Background: an optimization exercise with open tools, aiming at small area. Do not read the settings as production practice. The RTL was checked by simulation tests, not by an equivalence proof against the original design. Power figures rest on the tool's default switching activity, not on a simulated workload. The flow treats the clock pin as an ideal source, which a real chip does not have.

## ember
==> flow/design.v (excerpt) <==
module udp_tx_top
#(
    parameter [47:0] BOARD_MAC  = 48'h00_0a_35_01_fe_c0,
    parameter [31:0] BOARD_IP   = 32'hc0_a8_00_0a,
    parameter [15:0] BOARD_PORT = 16'd1234,
    parameter [47:0] PC_MAC     = 48'hff_ff_ff_ff_ff_ff,
    parameter [31:0] PC_IP      = 32'hc0_a8_00_64,
    parameter [15:0] PC_PORT    = 16'd1234,
    parameter        FIFO_DEPTH = 32
)
(
    input  wire         clk,
    input  wire         rst_n,
    input  wire         send_en,
    input  wire [15:0]  send_data_num,
    input  wire         wr_en,
    input  wire [31:0]  wr_data,
    output wire         fifo_full,
    output wire         send_end,
    output wire         eth_tx_en,
    output wire [3:0]   eth_tx_data
);
    wire [6:0]  hdr_idx;
    wire        hdr_clr;
    wire [7:0]  payload_len;
    wire [15:0] ip_id;
    wire [3:0]  hdr_nib;
    wire [31:0] rd_data;
    wire        rd_en;
    udp_header_gen
    #(
        .BOARD_MAC  (BOARD_MAC),
        .BOARD_IP   (BOARD_IP),
        .BOARD_PORT (BOARD_PORT),
        .PC_MAC     (PC_MAC),
        .PC_IP      (PC_IP),
        .PC_PORT    (PC_PORT)
    )
    u_hdr_gen
    (
        .clk         (clk),
  ...
Size in the first run: about 1700 cells after synthesis, roughly 1100 flip-flops, about 59 I/O pins, ~37000 µm² of cells after synthesis.
clock: 6.5 ns
lec_check: 0
cap_margin: 20
core_margin: 2
core_utilization: 50
cts_cluster_diameter: 80
cts_cluster_size: 30
place_density: 0.65
slew_margin: 20
run.sh (not shown) runs the stock make flow with config.mk's settings and CLKGATE_MAP_FILE= SYNTH_SCRIPT=/design/flow/synth_recipe.tcl, a recipe that flattens the netlist after the stock synthesis.
Final checks on ember, whose flow otherwise completed, came back failing, citing antenna rules.
Changes in onyx relative to ember:
Settings: a change of PLACE_DENSITY from 0.65 to 0.7; a change of CTS_CLUSTER_SIZE from 30 to 25; a change of CTS_CLUSTER_DIAMETER from 80 to 60; a change of CORE_UTILIZATION from 50 to 60.
[summary]
NOTE count of clock buffers in the final design ember->onyx increased by more than a quarter. onyx reports a higher area fraction of clock buffers and clock inverters than ember does. The higher post-route cell area came out of onyx. The sequential share of layout area of onyx falls short of that of ember by 0.45 points. onyx does better than ember on setup slack. From ember to onyx the numbers moved as follows: switching part of the total power roughly the same, total number of vias higher. Among onyx and ember, a clean, completed layout was produced by onyx alone. Every stage of ember finished as expected; the final checks, on the other hand, flagged antenna rules, which means the layout fails.
The following lists how indigo was set up differently from onyx:
Settings: CTS_CLUSTER_SIZE now 32, was 25; CTS_CLUSTER_DIAMETER now 90, was 60.
### Flow results
Changes observed in indigo relative to onyx: shortest clock period the worst path allows after layout up 43 ps; cell count decreased by 1.1% relative to the old numbers. indigo vs. onyx: maximum frequency went down by 0.0014 GHz. Setup slack in indigo is smaller than in onyx.

Setup of run 1:
Another version of the RTL of udp_tx_top (not shown whole).
For scale: roughly 1600 cells after synthesis.
export LEC_CHECK = 0
export CAP_MARGIN = 20
export CORE_MARGIN = 2
export CORE_UTILIZATION = 60
export CTS_CLUSTER_DIAMETER = 90
export CTS_CLUSTER_SIZE = 32
export PLACE_DENSITY = 0.7
export SLEW_MARGIN = 20
create_clock -name core_clock -period 6.5 [get_ports {clk}]
standard.sh (not shown) runs the stock make flow with config.mk's settings and CLKGATE_MAP_FILE= SYNTH_SCRIPT=/design/flow/synth_recipe.tcl, a recipe that flattens the netlist after the stock synthesis.
==> flow/flow/run.sh <==
#!/bin/bash
# Layout: the standard flow (standard.sh), with
#  - the standard synthesis, then its combinational logic mapped again for
#    area (flow/remap.ys, flow/remap.abc); the flip-flops are untouched;
#  - port buffers of the smallest buffer cell instead of the flow's pick;
#  - clock tree synthesis with the sink clustering of config.mk and no dummy
#    loads.
# Each tool's full output goes to a log in this folder: make_synth.log,
# remap_yosys.log, make_flow.log (ORFS also keeps each step's log under
# orfs/logs).
set -euo pipefail
cd "$(dirname "$0")/.."
WORK=$(pwd)
RES=$WORK/orfs/results/${FLOW_PLATFORM:-sky130hd}/udp_tx_top/base
export BUFFER_PORTS_ARGS="-buffer_cell sky130_fd_sc_hd__buf_1"
export CTS_ARGS="-sink_clustering_enable -repair_clock_nets -sink_clustering_size 10 -sink_clustering_max_diameter 50 -buf_list sky130_fd_sc_hd__clkbuf_4 -dont_use_dummy_load"

bash standard.sh synth > make_synth.log 2>&1

YOSYS=$(command -v yosys || true)
[[ -n "$YOSYS" ]] || YOSYS=$FLOW_HOME/../tools/install/yosys/bin/yosys
mkdir -p remap
cp "$RES/1_2_yosys.v" remap/std.v
cp flow/remap.ys flow/remap.abc remap/
ln -sf "$FLOW_HOME/platforms/sky130hd/lib/sky130_fd_sc_hd__tt_025C_1v80.lib" remap/lib.lib
(cd remap && "$YOSYS" -s remap.ys) > remap_yosys.log 2>&1
cp remap/remapped.v "$RES/1_2_yosys.v"
rm -f "$RES/1_synth.odb" "$RES/1_synth.sdc"

bash standard.sh > make_flow.log 2>&1
==> flow/flow/remap.abc <==
&get -n
&st
&syn2
&dch -f
&nf -R 1000
&put
Other scripts of this flow, unchanged in this note and not shown: flow/flow/remap.ys
Inputs modified between run 1 and run 2:
--- a/flow/flow/run.sh
+++ b/flow/flow/run.sh
@@ -14,5 +14,6 @@
 RES=$WORK/orfs/results/${FLOW_PLATFORM:-sky130hd}/udp_tx_top/base
 export BUFFER_PORTS_ARGS="-buffer_cell sky130_fd_sc_hd__buf_1"
-export CTS_ARGS="-sink_clustering_enable -repair_clock_nets -sink_clustering_size 10 -sink_clustering_max_diameter 50 -buf_list sky130_fd_sc_hd__clkbuf_4 -dont_use_dummy_load"
+export RECOVER_POWER=100
+export CTS_ARGS="-sink_clustering_enable -repair_clock_nets -sink_clustering_size 20 -sink_clustering_max_diameter 90 -buf_list sky130_fd_sc_hd__clkbuf_8 -dont_use_dummy_load"
 
 bash standard.sh synth > make_synth.log 2>&1
[summary]
- Against run 1 as the reference, run 2 delivers a higher sequential share of layout area.
- Run 2: worst relative slew slack 140 points below run 1
- Of run 2 and run 1, it is run 2 that has the lower total power.
- Summary of run 2 over run 1: post-route cell area down 200 µm², initial antenna violation count down 1, detailed-route wire length down about 1.6%.
- The flow completed for run 2, but it is not clean: the layout still shows max-capacitance violations, max-slew violations.
Setup changes, run 2 to run 3
--- a/flow/flow/run.sh
+++ b/flow/flow/run.sh
@@ -14,6 +14,5 @@
 RES=$WORK/orfs/results/${FLOW_PLATFORM:-sky130hd}/udp_tx_top/base
 export BUFFER_PORTS_ARGS="-buffer_cell sky130_fd_sc_hd__buf_1"
-export RECOVER_POWER=100
-export CTS_ARGS="-sink_clustering_enable -repair_clock_nets -sink_clustering_size 20 -sink_clustering_max_diameter 90 -buf_list sky130_fd_sc_hd__clkbuf_8 -dont_use_dummy_load"
+export CTS_ARGS="-sink_clustering_enable -repair_clock_nets -sink_clustering_size 32 -sink_clustering_max_diameter 90 -dont_use_dummy_load"
 
 bash standard.sh synth > make_synth.log 2>&1
### Flow results
- Run 2 has lower internal power than run 3.
- Run 3 against run 2: final cell count has decreased, time the worst path needs with I/O delays and setup now sits lower, pin count of the biggest net entering global routing comparable, number of vias per cell after detailed routing now sits lower, count of H-tree levels built during CTS now sits lower.
- Run 3: no failed stages, no open violations at the end
- The core of run 3 is more densely filled than that of run 2.
- Least setup slack across all paths after layout delta for run 3 relative to run 2: 130 ps higher
Setup changes, run 3 to run 4
--- a/flow/flow/run.sh
+++ b/flow/flow/run.sh
@@ -14,5 +14,5 @@
 RES=$WORK/orfs/results/${FLOW_PLATFORM:-sky130hd}/udp_tx_top/base
 export BUFFER_PORTS_ARGS="-buffer_cell sky130_fd_sc_hd__buf_1"
-export CTS_ARGS="-sink_clustering_enable -repair_clock_nets -sink_clustering_size 32 -sink_clustering_max_diameter 90 -dont_use_dummy_load"
+export CTS_ARGS="-sink_clustering_enable -repair_clock_nets -sink_clustering_size 36 -sink_clustering_max_diameter 90 -dont_use_dummy_load"
 
 bash standard.sh synth > make_synth.log 2>&1
[summary]
- Run 4 did not stop at any stage, and its layout met the timing, DRC and antenna checks.
- Comparing run 4 and run 3, the higher slack of the critical path is on run 3.
- Lower arrival time of the worst setup path among run 4 and run 3: run 3
- On total non-filler cell area in the finished layout, run 4 and run 3 are basically level.
- Clock network area share on run 4 is down relative to run 3.
The following lists how run 5 was set up differently from run 4:
- CTS_CLUSTER_SIZE removed (was 32)
- CTS_CLUSTER_DIAMETER removed (was 90)
--- a/flow/flow/run.sh
+++ b/flow/flow/run.sh
@@ -4,6 +4,6 @@
 #    area (flow/remap.ys, flow/remap.abc); the flip-flops are untouched;
 #  - port buffers of the smallest buffer cell instead of the flow's pick;
-#  - clock tree synthesis with the sink clustering of config.mk and no dummy
-#    loads.
+#  - clock tree synthesis with clkbuf_8 buffers, clusters of at most 20
+#    sinks, and no dummy loads.
 # Each tool's full output goes to a log in this folder: make_synth.log,
 # remap_yosys.log, make_flow.log (ORFS also keeps each step's log under
@@ -14,5 +14,5 @@
 RES=$WORK/orfs/results/${FLOW_PLATFORM:-sky130hd}/udp_tx_top/base
 export BUFFER_PORTS_ARGS="-buffer_cell sky130_fd_sc_hd__buf_1"
-export CTS_ARGS="-sink_clustering_enable -repair_clock_nets -sink_clustering_size 36 -sink_clustering_max_diameter 90 -dont_use_dummy_load"
+export CTS_ARGS="-sink_clustering_enable -repair_clock_nets -sink_clustering_size 20 -sink_clustering_max_diameter 90 -buf_list sky130_fd_sc_hd__clkbuf_8 -dont_use_dummy_load"
 
 bash standard.sh synth > make_synth.log 2>&1
==> flow/flow/remap.abc <==
&get -n
&st
&syn2
&dch -f
&nf -R 1000
&st
&syn2
&dch -f
&nf -R 1000
&put
- Looking at run 5 and run 4, the area added between synthesis and finish is a wash.
- Status: cell count after synthesis parity (run 4, run 5)
- Multi-input gate count sits higher in run 5 than in run 4.
- From run 4 to run 5 the numbers moved as follows: count of buffers not belonging to the clock network in the layout picked up an extra 8.0%; total routed wirelength +2.0%.
- met3 routing resource usage after global routing was higher in run 5 than in run 4.
- Max post-layout minimum cycle time across run 5 and run 4: run 4
- Comparing run 5 and run 4, the lower cell count along the critical path was measured on run 5.
- Termination of the worst setup path: u_fifo.st[1][6] -> run 4, u_mii_tx.u_crc.crc[23] -> run 5
- Run 5 vs run 4, instance count: run 5 higher

static timing again, ports no longer ideal:
In the flow no input, the clock included, has a driving cell. The finished layouts below were timed again as built, in two steps.
Step 1 assumes that a clkbuf_16 drives the clock port and a buf_2 every other input.
Step 2 moves the port delays by t, midway between the first and last clock arrival at a register: inputs arrive t later, outputs are due t later. That takes back most of the time a late clock gives input paths.
Slacks: ideal ports / drivers / drivers and shift; pairs: ideal ports / drivers.
run | shift t [ns] | slack for setup (ns) | worst setup path at the end
ember | 0.669 | 0.634 / 0.634 / 0.634 | register to register
onyx | 0.680 | 0.928 / 0.928 / 0.928 | register to register
indigo | 0.659 | 0.885 / 0.885 / 0.885 | register to register
run 1 | 0.965 | 0.692 / 0.692 / 0.692 | register to register
run 2 | 0.699 | 0.626 / 0.626 / 0.626 | register to register
run 3 | 0.629 | 0.754 / 0.754 / 0.754 | register to register
run 4 | 0.623 | 0.631 / 0.631 / 0.631 | register to register
run 5 | 0.699 | 1.168 / 1.168 / 1.168 | register to register
